Source: an optimization exercise on an open RTL-to-GDS flow (aim: small area, a short achievable clock period and few clock cycles per item). Production flows keep margins and buffers that such runs may drop.
Only simulation tests tie the RTL to the original design; equivalence was not proved.
Power and IR drop assume default switching activity.

**design/flow/run.sh**
```bash
#!/bin/bash
# synth_recipe.tcl (not shown) runs the flow's synth.tcl, then flattens the netlist and writes it again
# the make line also repeats each setting of config.mk as NAME=value (left out here)
make -C /OpenROAD-flow-scripts/flow DESIGN_CONFIG=/design/flow/config.mk WORK_HOME=/design/flow/orfs CLKGATE_MAP_FILE= SYNTH_SCRIPT=/design/flow/synth_recipe.tcl finish
```
**design/flow/config.mk**
```make
export PLATFORM = sky130hd
export DESIGN_NAME = rv32i_integer_execute
export DESIGN_NICKNAME = rv32i_integer_execute
export VERILOG_FILES = /design/flow/design.v
export SDC_FILE = /design/flow/constraint.sdc
export NUM_CORES = 4
export LEC_CHECK = 0
export CAP_MARGIN = 20
export CORE_MARGIN = 2
export CORE_UTILIZATION = 40
export SLEW_MARGIN = 20
```
**design/flow/constraint.sdc**
```tcl
create_clock -name core_clock -period 6.5 [get_ports {clk_i}]
set_input_delay 1.3000 -clock core_clock [delete_from_list [all_inputs] [get_ports {clk_i}]]
set_output_delay 1.3000 -clock core_clock [all_outputs]
set_load 0.01 [all_outputs]
```
**design/flow/design.v**
```verilog
package rvx_pkg;
  localparam int unsigned XLEN      = 32;
  localparam int unsigned REG_IDX_W = 5;
  localparam logic [6:0] OPC_LUI    = 7'h37;
  localparam logic [6:0] OPC_AUIPC  = 7'h17;
  localparam logic [6:0] OPC_JAL    = 7'h6F;
  localparam logic [6:0] OPC_JALR   = 7'h67;
  localparam logic [6:0] OPC_BRANCH = 7'h63;
  localparam logic [6:0] OPC_OPIMM  = 7'h13;
  localparam logic [6:0] OPC_OP     = 7'h33;
  localparam logic [2:0] ALU_ADD  = 3'd0;
  localparam logic [2:0] ALU_SLL  = 3'd1;
  localparam logic [2:0] ALU_SLT  = 3'd2;
  localparam logic [2:0] ALU_SLTU = 3'd3;
  localparam logic [2:0] ALU_XOR  = 3'd4;
  localparam logic [2:0] ALU_SRL  = 3'd5;
  localparam logic [2:0] ALU_OR   = 3'd6;
  localparam logic [2:0] ALU_AND  = 3'd7;
  localparam logic [2:0] BR_EQ  = 3'd0;
  localparam logic [2:0] BR_NE  = 3'd1;
  localparam logic [2:0] BR_LT  = 3'd4;
  localparam logic [2:0] BR_GE  = 3'd5;
  localparam logic [2:0] BR_LTU = 3'd6;
  localparam logic [2:0] BR_GEU = 3'd7;
  localparam logic [6:0] FN7_BASE = 7'h00;
  localparam logic [6:0] FN7_ALT  = 7'h20;
  localparam logic STAT_OK    = 1'b0;
  localparam logic STAT_UNSUP = 1'b1;
  typedef struct packed {
    logic [XLEN-1:0] instr_word;
  } instr_t;
  typedef struct packed {
    logic [XLEN-1:0] reset_vector;
  } cfg_t;
  typedef struct packed {
    logic [XLEN-1:0]      next_pc;
    logic                 reg_write;
    logic [REG_IDX_W-1:0] dest_index;
    logic [XLEN-1:0]      dest_value;
    logic                 exec_status;
  } result_t;
  typedef struct packed {
    logic                 en;
    logic [REG_IDX_W-1:0] idx;
    logic [XLEN-1:0]      data;
  } rf_wr_t;
endpackage
module rvx_regfile #(
  parameter int unsigned REG_COUNT = 32
) (
  input  logic                          clk_i,
  input  logic                          rst_ni,
  input  logic                          rd_en_i,
  input  logic [rvx_pkg::REG_IDX_W-1:0] rs1_i,
  input  logic [rvx_pkg::REG_IDX_W-1:0] rs2_i,
  output logic [rvx_pkg::XLEN-1:0]      rdata1_o,
  output logic [rvx_pkg::XLEN-1:0]      rdata2_o,
  input  rvx_pkg::rf_wr_t               wr_i
);
  localparam int unsigned AW = (REG_COUNT > 1) ? $clog2(REG_COUNT) : 1;
  logic [rvx_pkg::XLEN-1:0]      mem [REG_COUNT];
  logic [REG_COUNT-1:0]          valid_q;
  logic [rvx_pkg::XLEN-1:0]      rd1_q, rd2_q;
  logic                          hit1_q, hit2_q;
  logic [rvx_pkg::REG_IDX_W-1:0] idx1_q, idx2_q;
  logic                          last_en_q;
  logic [rvx_pkg::REG_IDX_W-1:0] last_idx_q;
  logic [rvx_pkg::XLEN-1:0]      last_data_q;
  logic                          in1, in2;
  assign in1 = (32'(rs1_i) < REG_COUNT);
  assign in2 = (32'(rs2_i) < REG_COUNT);
  always_ff @(posedge clk_i) begin
    if (wr_i.en) begin
      mem[wr_i.idx[AW-1:0]] <= wr_i.data;
    end
    if (rd_en_i) begin
      rd1_q  <= mem[rs1_i[AW-1:0]];
      rd2_q  <= mem[rs2_i[AW-1:0]];
      idx1_q <= rs1_i;
      idx2_q <= rs2_i;
    end
  end
  always_ff @(posedge clk_i or negedge rst_ni) begin
    if (!rst_ni) begin
      valid_q <= '0;
      hit1_q  <= 1'b0;
      hit2_q  <= 1'b0;
    end else begin
      if (wr_i.en) begin
        valid_q[wr_i.idx[AW-1:0]] <= 1'b1;
      end
      if (rd_en_i) begin
        hit1_q <= in1 && valid_q[rs1_i[AW-1:0]];
        hit2_q <= in2 && valid_q[rs2_i[AW-1:0]];
      end
    end
  end
  always_ff @(posedge clk_i or negedge rst_ni) begin
    if (!rst_ni) begin
      last_en_q <= 1'b0;
    end else if (wr_i.en) begin
      last_en_q <= 1'b1;
    end
  end
  always_ff @(posedge clk_i) begin
    if (wr_i.en) begin
      last_idx_q  <= wr_i.idx;
      last_data_q <= wr_i.data;
    end
  end
  always_comb begin
    if (last_en_q && (last_idx_q == idx1_q)) begin
      rdata1_o = last_data_q;
    end else begin
      rdata1_o = hit1_q ? rd1_q : '0;
    end
    if (last_en_q && (last_idx_q == idx2_q)) begin
      rdata2_o = last_data_q;
    end else begin
      rdata2_o = hit2_q ? rd2_q : '0;
    end
  end
endmodule
module rvx_exec #(
  parameter int unsigned REG_COUNT = 32
) (
  input  logic [rvx_pkg::XLEN-1:0] instr_i,
  input  logic [rvx_pkg::XLEN-1:0] pc_i,
  input  logic [rvx_pkg::XLEN-1:0] a_i,
  input  logic [rvx_pkg::XLEN-1:0] b_i,
  output rvx_pkg::result_t         res_o,
  output rvx_pkg::rf_wr_t          wr_o
);
  logic [6:0]                    opc;
  logic [rvx_pkg::REG_IDX_W-1:0] rd;
  logic [2:0]                    fn3;
  logic [6:0]                    fn7;
  logic [31:0]                   imm_i, imm_u, imm_j, imm_b;
  logic [31:0]                   pc4, op_b, alu_res, val, next;
  logic                          alt, wr, bad, take, lt, ltu;
  assign opc = instr_i[6:0];
  assign rd  = instr_i[11:7];
  assign fn3 = instr_i[14:12];
  assign fn7 = instr_i[31:25];
  assign imm_i = {{20{instr_i[31]}}, instr_i[31:20]};
  assign imm_u = {instr_i[31:12], 12'b0};
  assign imm_j = {{11{instr_i[31]}}, instr_i[31], instr_i[19:12], instr_i[20],
                  instr_i[30:21], 1'b0};
  assign imm_b = {{19{instr_i[31]}}, instr_i[31], instr_i[7], instr_i[30:25],
                  instr_i[11:8], 1'b0};
  assign pc4   = pc_i + 32'd4;
  always_comb begin
    if (opc == rvx_pkg::OPC_OP) begin
      op_b = b_i;
      alt  = (fn7 == rvx_pkg::FN7_ALT);
    end else begin
      op_b = ((fn3 == rvx_pkg::ALU_SLL) || (fn3 == rvx_pkg::ALU_SRL))
             ? {27'b0, instr_i[24:20]} : imm_i;
      alt  = (fn3 == rvx_pkg::ALU_SRL) && (fn7 == rvx_pkg::FN7_ALT);
    end
  end
  always_comb begin
    case (fn3)
      rvx_pkg::ALU_ADD:  alu_res = alt ? (a_i - op_b) : (a_i + op_b);
      rvx_pkg::ALU_SLL:  alu_res = a_i << op_b[4:0];
      rvx_pkg::ALU_SLT:  alu_res = {31'b0, $signed(a_i) < $signed(op_b)};
      rvx_pkg::ALU_SLTU: alu_res = {31'b0, a_i < op_b};
      rvx_pkg::ALU_XOR:  alu_res = a_i ^ op_b;
      rvx_pkg::ALU_SRL:  alu_res = alt ? 32'($signed(a_i) >>> op_b[4:0])
                                       : (a_i >> op_b[4:0]);
      rvx_pkg::ALU_OR:   alu_res = a_i | op_b;
      default:           alu_res = a_i & op_b;
    endcase
  end
  assign lt  = $signed(a_i) < $signed(b_i);
  assign ltu = a_i < b_i;
  always_comb begin
    take = 1'b0;
    unique case (fn3)
      rvx_pkg::BR_EQ:  take = (a_i == b_i);
      rvx_pkg::BR_NE:  take = (a_i != b_i);
      rvx_pkg::BR_LT:  take = lt;
      rvx_pkg::BR_GE:  take = !lt;
      rvx_pkg::BR_LTU: take = ltu;
      rvx_pkg::BR_GEU: take = !ltu;
      default:         take = 1'b0;
    endcase
  end
  always_comb begin
    val  = '0;
    wr   = 1'b0;
    bad  = 1'b0;
    next = pc4;
    unique case (opc)
      rvx_pkg::OPC_LUI: begin
        val = imm_u;
        wr  = 1'b1;
      end
      rvx_pkg::OPC_AUIPC: begin
        val = pc_i + imm_u;
        wr  = 1'b1;
      end
      rvx_pkg::OPC_JAL: begin
        val  = pc4;
        wr   = 1'b1;
        next = pc_i + imm_j;
      end
      rvx_pkg::OPC_JALR: begin
        if (fn3 != 3'd0) begin
          bad = 1'b1;
        end else begin
          val  = pc4;
          wr   = 1'b1;
          next = (a_i + imm_i) & 32'hFFFF_FFFE;
        end
      end
      rvx_pkg::OPC_BRANCH: begin
        if ((fn3 == 3'd2) || (fn3 == 3'd3)) begin
          bad = 1'b1;
        end else if (take) begin
          next = pc_i + imm_b;
        end
      end
      rvx_pkg::OPC_OPIMM: begin
        if ((fn3 == rvx_pkg::ALU_SLL) && (fn7 != rvx_pkg::FN7_BASE)) begin
          bad = 1'b1;
        end else if ((fn3 == rvx_pkg::ALU_SRL) && (fn7 != rvx_pkg::FN7_BASE)
                     && (fn7 != rvx_pkg::FN7_ALT)) begin
          bad = 1'b1;
        end else begin
          val = alu_res;
          wr  = 1'b1;
        end
      end
      rvx_pkg::OPC_OP: begin
        if ((fn7 == rvx_pkg::FN7_ALT) && (fn3 != rvx_pkg::ALU_ADD)
            && (fn3 != rvx_pkg::ALU_SRL)) begin
          bad = 1'b1;
        end else if ((fn7 != rvx_pkg::FN7_BASE) && (fn7 != rvx_pkg::FN7_ALT)) begin
          bad = 1'b1;
        end else begin
          val = alu_res;
          wr  = 1'b1;
        end
      end
      default: begin
        bad = 1'b1;
      end
    endcase
    if (bad) begin
      next = pc4;
    end
  end
  always_comb begin
    wr_o.en   = wr && !bad && (rd != '0) && (32'(rd) < REG_COUNT);
    wr_o.idx  = rd;
    wr_o.data = val;
  end
  assign res_o.next_pc     = next;
  assign res_o.reg_write   = wr_o.en;
  assign res_o.dest_index  = wr_o.en ? rd : '0;
  assign res_o.dest_value  = wr_o.en ? val : '0;
  assign res_o.exec_status = bad ? rvx_pkg::STAT_UNSUP : rvx_pkg::STAT_OK;
endmodule
module rv32i_integer_execute #(
  parameter int unsigned REG_COUNT = 32
) (
  input  logic        clk_i,
  input  logic        rst_ni,
  input  logic        instr_valid_i,
  output logic        instr_ready_o,
  input  logic [31:0] instr_data_i,
  input  logic        cfg_valid_i,
  output logic        cfg_ready_o,
  input  logic [31:0] cfg_data_i,
  output logic        result_valid_o,
  input  logic        result_ready_i,
  output logic [31:0] result_next_pc_o,
  output logic        result_reg_write_o,
  output logic [4:0]  result_dest_index_o,
  output logic [31:0] result_dest_value_o,
  output logic        result_exec_status_o
);
  logic                     accept, fire, cfg_fire;
  logic                     s1_valid_q, out_valid_q;
  logic [rvx_pkg::XLEN-1:0] instr_q, pc_q, rs1_val, rs2_val;
  rvx_pkg::instr_t          in_data;
  rvx_pkg::cfg_t            cfg_data;
  rvx_pkg::result_t         ex_res, out_data_q;
  rvx_pkg::rf_wr_t          ex_wr, rf_wr;
  assign in_data  = instr_data_i;
  assign cfg_data = cfg_data_i;
  assign cfg_ready_o   = 1'b1;
  assign cfg_fire      = cfg_valid_i;
  assign fire          = s1_valid_q && (!out_valid_q || result_ready_i);
  assign instr_ready_o = !s1_valid_q || fire;
  assign accept        = instr_valid_i && instr_ready_o;
  rvx_regfile #(
    .REG_COUNT(REG_COUNT)
  ) u_regfile (
    .clk_i    (clk_i),
    .rst_ni   (rst_ni),
    .rd_en_i  (accept),
    .rs1_i    (in_data.instr_word[19:15]),
    .rs2_i    (in_data.instr_word[24:20]),
    .rdata1_o (rs1_val),
    .rdata2_o (rs2_val),
    .wr_i     (rf_wr)
  );
  rvx_exec #(
    .REG_COUNT(REG_COUNT)
  ) u_exec (
    .instr_i (instr_q),
    .pc_i    (pc_q),
    .a_i     (rs1_val),
    .b_i     (rs2_val),
    .res_o   (ex_res),
    .wr_o    (ex_wr)
  );
  always_comb begin
    rf_wr    = ex_wr;
    rf_wr.en = ex_wr.en && fire;
  end
  always_ff @(posedge clk_i or negedge rst_ni) begin
    if (!rst_ni) begin
      s1_valid_q <= 1'b0;
      pc_q       <= '0;
    end else begin
      if (accept) begin
        s1_valid_q <= 1'b1;
      end else if (fire) begin
        s1_valid_q <= 1'b0;
      end
      if (cfg_fire) begin
        pc_q <= cfg_data.reset_vector;
      end else if (fire) begin
        pc_q <= ex_res.next_pc;
      end
    end
  end
  always_ff @(posedge clk_i) begin
    if (accept) begin
      instr_q <= in_data.instr_word;
    end
  end
  always_ff @(posedge clk_i or negedge rst_ni) begin
    if (!rst_ni) begin
      out_valid_q <= 1'b0;
    end else if (fire) begin
      out_valid_q <= 1'b1;
    end else if (result_ready_i) begin
      out_valid_q <= 1'b0;
    end
  end
  always_ff @(posedge clk_i) begin
    if (fire) begin
      out_data_q <= ex_res;
    end
  end
  assign result_valid_o       = out_valid_q;
  assign result_next_pc_o     = out_data_q.next_pc;
  assign result_reg_write_o   = out_data_q.reg_write;
  assign result_dest_index_o  = out_data_q.dest_index;
  assign result_dest_value_o  = out_data_q.dest_value;
  assign result_exec_status_o = out_data_q.exec_status;
endmodule
```
==> summary.md <==
| Metric | Value |
|---|---|
| Status | `timing/DRC/antenna clean` |
| Post-Synth Adder-Cell Area | `0.0385` |
| Main synth FF type | `edfxtp_1` |
| Sw Pwr | `0.00497 W` |
| CTS buffer count | `140` |
| CP Capture Type | `flop` |
| Setup TNS Final | `0 ps` |
| Synth Warn # | `3` |
| CP top delay family | `compound AO/OA/AOI/OAI gates` |
| Final wirelength | `approximately 280 mm` |
| End-of-flow core utilization | `0.458` |
| Post-Syn Area per Cell | `around 14 sq um` |
| Full die area | `between 150000 and 200000 sq um` |
| Synth cell types | `between 90 and 100` |
| Root Buffer | `clkbuf_16` |
| Slew at the pin closest to its max-slew limit | `1140 ps` |
| DPL Wire Length | `about 180 mm` |
| CP cell instances | `xor2_1 > nor4_2 > and2_1 > buf_4 > buf_4 > mux2_2 > ha_1 > inv_1 > a21oi_1 > nand2_1 > o31ai_1 > a31oi_1 > o2111ai_1 > a211oi_1 > o21ai_0 > xnor2_1 > o21ai_1 > a211o_1 > buf_4` |
| Setup Viol. Count Final | `0` |
| Worst path slowest cell | `ha_1` |
| Antenna viol nets, final | `0` |
| Register area share after synthesis | `0.517` |
| Sw Ratio | `0.252` |
| Core Rows | `between 150 and 200` |
| Filler cells | `16300` |
| Die X | `roughly 440 microns` |
| Simple-gate share of the synthesized area | `0.0652` |
| Via count | `about 53000` |
| Footprint of the multi-input gates | `about 34000 sq um` |
| Register share of total power | `0.474` |
| Core Area | `between 150000 and 200000 sq um` |
| Clk buf depth | `3` |
| Crit Path Class | `reg2reg` |
| Crit share post-route | `0.969` |
| Leakage | `approximately 26 nW` |
| Clk_skew | `between 30 and 40 ps` |
| Hold Vio Cnt, Final | `0` |
| Largest net degree at the start of global routing | `79` |
| Worst-skew pair later-pin latency | `between 800 and 900 ps` |
| Worst Path Arrival | `6780 ps` |
| CP bufs+invs | `4` |
| Combinational family with the most area after synthesis | `multiplexers` |
| Post-layout min period | `approximately 6300 ps` |
| Count of pins over their slew limit | `0` |
| Layout Nets | `5700` |
| Yosys reg bits | `about 1300` |
| Synth Area in XOR/XNOR | `0.0154` |
| Port bufs | `around 140` |
| Power Dens Cells | `about 230 nW/um^2` |
| Max_slew headroom | `0.233` |
| FF-to-FF End | `u_regfile.mem[9][29]` |
| Vias in the first global route | `51400` |
| Post-synthesis mux area share | `0.238` |
| Initial DRC count | `between 7000 and 8000` |
| CTS tree | `yes` |
| Maximum capacitance violations | `0` |
| Layout cells sized above 1 | `0.242` |
| Flip-flop and latch area | `approximately 39000 sq um` |
| GP Congestion | `1.03` |
| Initial antenna violation count | `6` |
| Synthesized area | `74600 sq um` |
| Reg-to-reg slack, setup | `about 200 ps` |
| Max Fclk | `approximately 160 MHz` |
| CTS H-tree depth | `4` |
| Comb pwr share | `0.117` |
| I/O pin count | `roughly 140` |
| GR Util All Layers | `0.286` |
| First-pass DRT Iterations | `8` |
| Element type at the critical path start | `flop` |
| VDD IR-drop max | `0.293 mV` |
| Initial Util | `0.402` |
| Worst-case reg-to-reg path depth | `19` |
| DP Area | `80300 sq um` |
| RSZ-0062 raised after global routing | `no` |
| Design area | `approximately 85000 sq um` |
| Critical path's largest stage delay | `around 590 ps` |
| Clk pin slew, worst setup/hold paths | `~60 ps` |
| Synthesis-to-finish area growth | `13.8%` |
| Final worst setup slack | `approximately 200 ps` |
| WL per Instance | `~35 microns` |
| Worst Path Required | `between 6000 and 7000 ps` |
| Post-synthesis compound-gate area fraction | `0.0987` |
| Vias per cell | `approximately 6.6` |
| Hold crit path type | `in2async` |
| Drc violations | `0` |
| CP Max Fanout | `33` |
| Asr flop ratio synth | `0.0532` |
| Post-synth EDFFs | `~1200` |
| Post-Synthesis Cells | `approximately 5200` |
| Gr ovfl total | `0` |
| Syn Nets | `5520` |
| First-pass GRT wire length | `about 400 mm` |
| P_int | `~0.015 W` |
| Worst slack, placed | `285 ps` |
| Reg-to-Reg Start | `instr_q[15]` |
| Most used cell, CP | `buf_4` |
| Clock Sink Count | `between 1000 and 1500` |
| Die Y-Extent | `436 microns` |
| Clock Power Share | `0.409` |
## routing by layer
layer  GRT usage  part of all wire
met4       0.142             0.056
met3      0.0446             0.089
met5           0          0.000098
met1       0.379              0.38
met2       0.459              0.47
## final cells by class
| class | count | share of cell area |
|---|---|---|
| Antenna cell | 2 | 0.0000589 |
| Clock buffer | 170 | 0.0437 |
| Clock inverter | 84 | 0.0105 |
| Inverter | 144 | 0.00648 |
| Multi-Input combinational cell | 3431 | 0.406 |
| Sequential cell | 1297 | 0.454 |
| Tap cell | 2480 | 0.0365 |
| Timing Repair Buffer | 391 | 0.0427 |
## cells in the mapped netlist, types with 11 or more instances
master | n | area share
nand2b_1 | 32 | 0.0027
and2_1 | 61 | 0.0051
o211ai_1 | 34 | 0.0034
mux2_2 | 100 | 0.015
mux2i_1 | 166 | 0.022
edfxtp_1 | 1228 | 0.49
o22ai_1 | 28 | 0.0023
nand3_1 | 98 | 0.0066
mux4_2 | 665 | 0.20
o21ai_0 | 207 | 0.014
o31ai_1 | 34 | 0.0034
a221o_1 | 20 | 0.0027
xnor2_1 | 84 | 0.0099
nor2_1 | 272 | 0.014
and3_1 | 60 | 0.0050
ha_1 | 220 | 0.037
or3_1 | 22 | 0.0018
a211oi_1 | 48 | 0.0048
o21bai_1 | 24 | 0.0024
a21o_1 | 89 | 0.0090
a31o_2 | 16 | 0.0019
o221ai_1 | 21 | 0.0025
nand2_1 | 262 | 0.013
buf_2 | 23 | 0.0015
nor2b_1 | 21 | 0.0018
a211o_1 | 16 | 0.0019
o21ai_1 | 13 | 0.00087
o21a_1 | 52 | 0.0052
or2_2 | 11 | 0.00092
nor4_1 | 20 | 0.0017
xor2_1 | 47 | 0.0055
a221oi_1 | 24 | 0.0028
a22oi_1 | 17 | 0.0017
a31oi_1 | 31 | 0.0026
dfrtp_1 | 69 | 0.023
nor3_1 | 76 | 0.0051
buf_1 | 64 | 0.0032
clkbuf_1 | 251 | 0.013
a21oi_1 | 343 | 0.023
nor3b_1 | 16 | 0.0016
nand4_1 | 25 | 0.0021
inv_1 | 138 | 0.0069
## what timing repair did
action,4_1_cts,5_1_grt
hold buffers,0,0
buffers inserted,0,0
gates resized for setup,0,4
setup endpoints to repair,0,101
## power groups by stage
| stage | clock network, W | registers [W] | logic, W |
|---|---|---|---|
| 2_1_floorplan | 0 | 0.00946 | 0.00146 |
| 3_3_place_gp | 0 | 0.00951 | 0.00228 |
| 3_5_place_dp | 0 | 0.00951 | 0.00227 |
| 4_1_cts | 0.00822 | 0.00933 | 0.00228 |
| 5_1_grt | 0.00852 | 0.00934 | 0.00245 |
| 6_report | 0.00806 | 0.00934 | 0.00231 |
## cells in the final DEF (no fill, tap or decap), types with 61 or more instances in the layout
| master | instances |
|---|---|
| a21o_1 | 88 |
| a21oi_1 | 338 |
| and2_1 | 61 |
| buf_4 | 225 |
| clkbuf_16 | 143 |
| clkdlybuf4s50_1 | 129 |
| dfrtp_1 | 69 |
| edfxtp_1 | 1228 |
| ha_1 | 220 |
| inv_1 | 136 |
| mux2_2 | 100 |
| mux2i_1 | 166 |
| mux4_2 | 665 |
| nand2_1 | 261 |
| nand3_1 | 98 |
| nor2_1 | 243 |
| nor3_1 | 66 |
| o21ai_0 | 206 |
| xnor2_1 | 84 |
## how the worst max path moves through the flow
| stage | startpoint | endpoint | slack, ps | depth (start not counted) |
|---|---|---|---|---|
| after floorplan | instr_q[31] | u_regfile.mem[14][0] | -580 | 11 |
| after global placement | u_regfile.last_idx_q[0] | u_regfile.mem[30][28] | 250 | 20 |
| after detailed placement | u_regfile.last_idx_q[0] | u_regfile.mem[28][28] | 280 | 20 |
| after CTS | instr_q[19] | u_regfile.mem[31][28] | 230 | 20 |
| after global routing | instr_q[19] | u_regfile.mem[0][11] | 10 | 20 |
| final | instr_q[15] | u_regfile.mem[9][29] | 200 | 19 |
## flip-flops by register name, indices dropped and copies added, names as in the netlist
signal and flops:
u_regfile.valid_q 32, pc_q 32, u_regfile.last_idx_q 5, u_regfile.hit1_q 1
u_regfile.rd2_q 32, out_data_q 71, s1_valid_q 1, u_regfile.rd1_q 32
out_valid_q 1, u_regfile.last_data_q 32, instr_q 32, u_regfile.last_en_q 1
u_regfile.hit2_q 1, u_regfile.mem 1024
## through the flow
step | instances | total power, W | hold slack, ps
after floorplan | 5225 | 0.0109 | 439
after global placement | 7742 | 0.0118 | 451
after detailed placement | 7743 | 0.0118 | 459
after CTS | 7997 | 0.0198 | 288
after global routing | 7997 | 0.0203 | 335
final | 7999 | 0.0197 | 346
## logic make-up (layout without fill, tap and decap cells)
group / after synthesis / in the layout
AO/OA/AOI/OAI: 1133 / 1133
XOR/XNOR: 131 / 131
adder cells (fa/ha/maj): 226 / 226
buffers and inverters: 497 / 789
flip-flops: 1297 / 1297
multiplexers: 932 / 932
other: 1 / 3
AND/OR/NAND/NOR: 1008 / 1008
Testbench counts, summed over its fixed seeds: cycles 32,016, items 32,000.

separate check: timing with driven ports:
Ports are ideal in the flow. The routed layout listed here was re-timed in OpenROAD.
Step 1 assumes that a clkbuf_16 drives the clock port and a buf_2 every other input.
Step 2 adds t to the input delays and takes it off the output delays; t is the mean of the earliest and latest rising clock arrival at the registers after step 1. Input paths then give back, and output paths get back, about the clock's delay inside the block.
Three values: ideal ports, drivers, drivers and shift; two values: the first two.
t, ns: 0.895
slack for setup (ns): 0.199 / 0.199 / 0.199
hold WS [ns]: 0.346 / 0.275 / 0.471
latest minus earliest clock arrival (ns): 0.039 / 0.038
worst register clock-pin slew, ns: 0.07 / 0.07
After both steps setup and hold are still met in this run. The setup slack of this run moves by 0.000 ns with the drivers and by 0.000 ns with both steps.
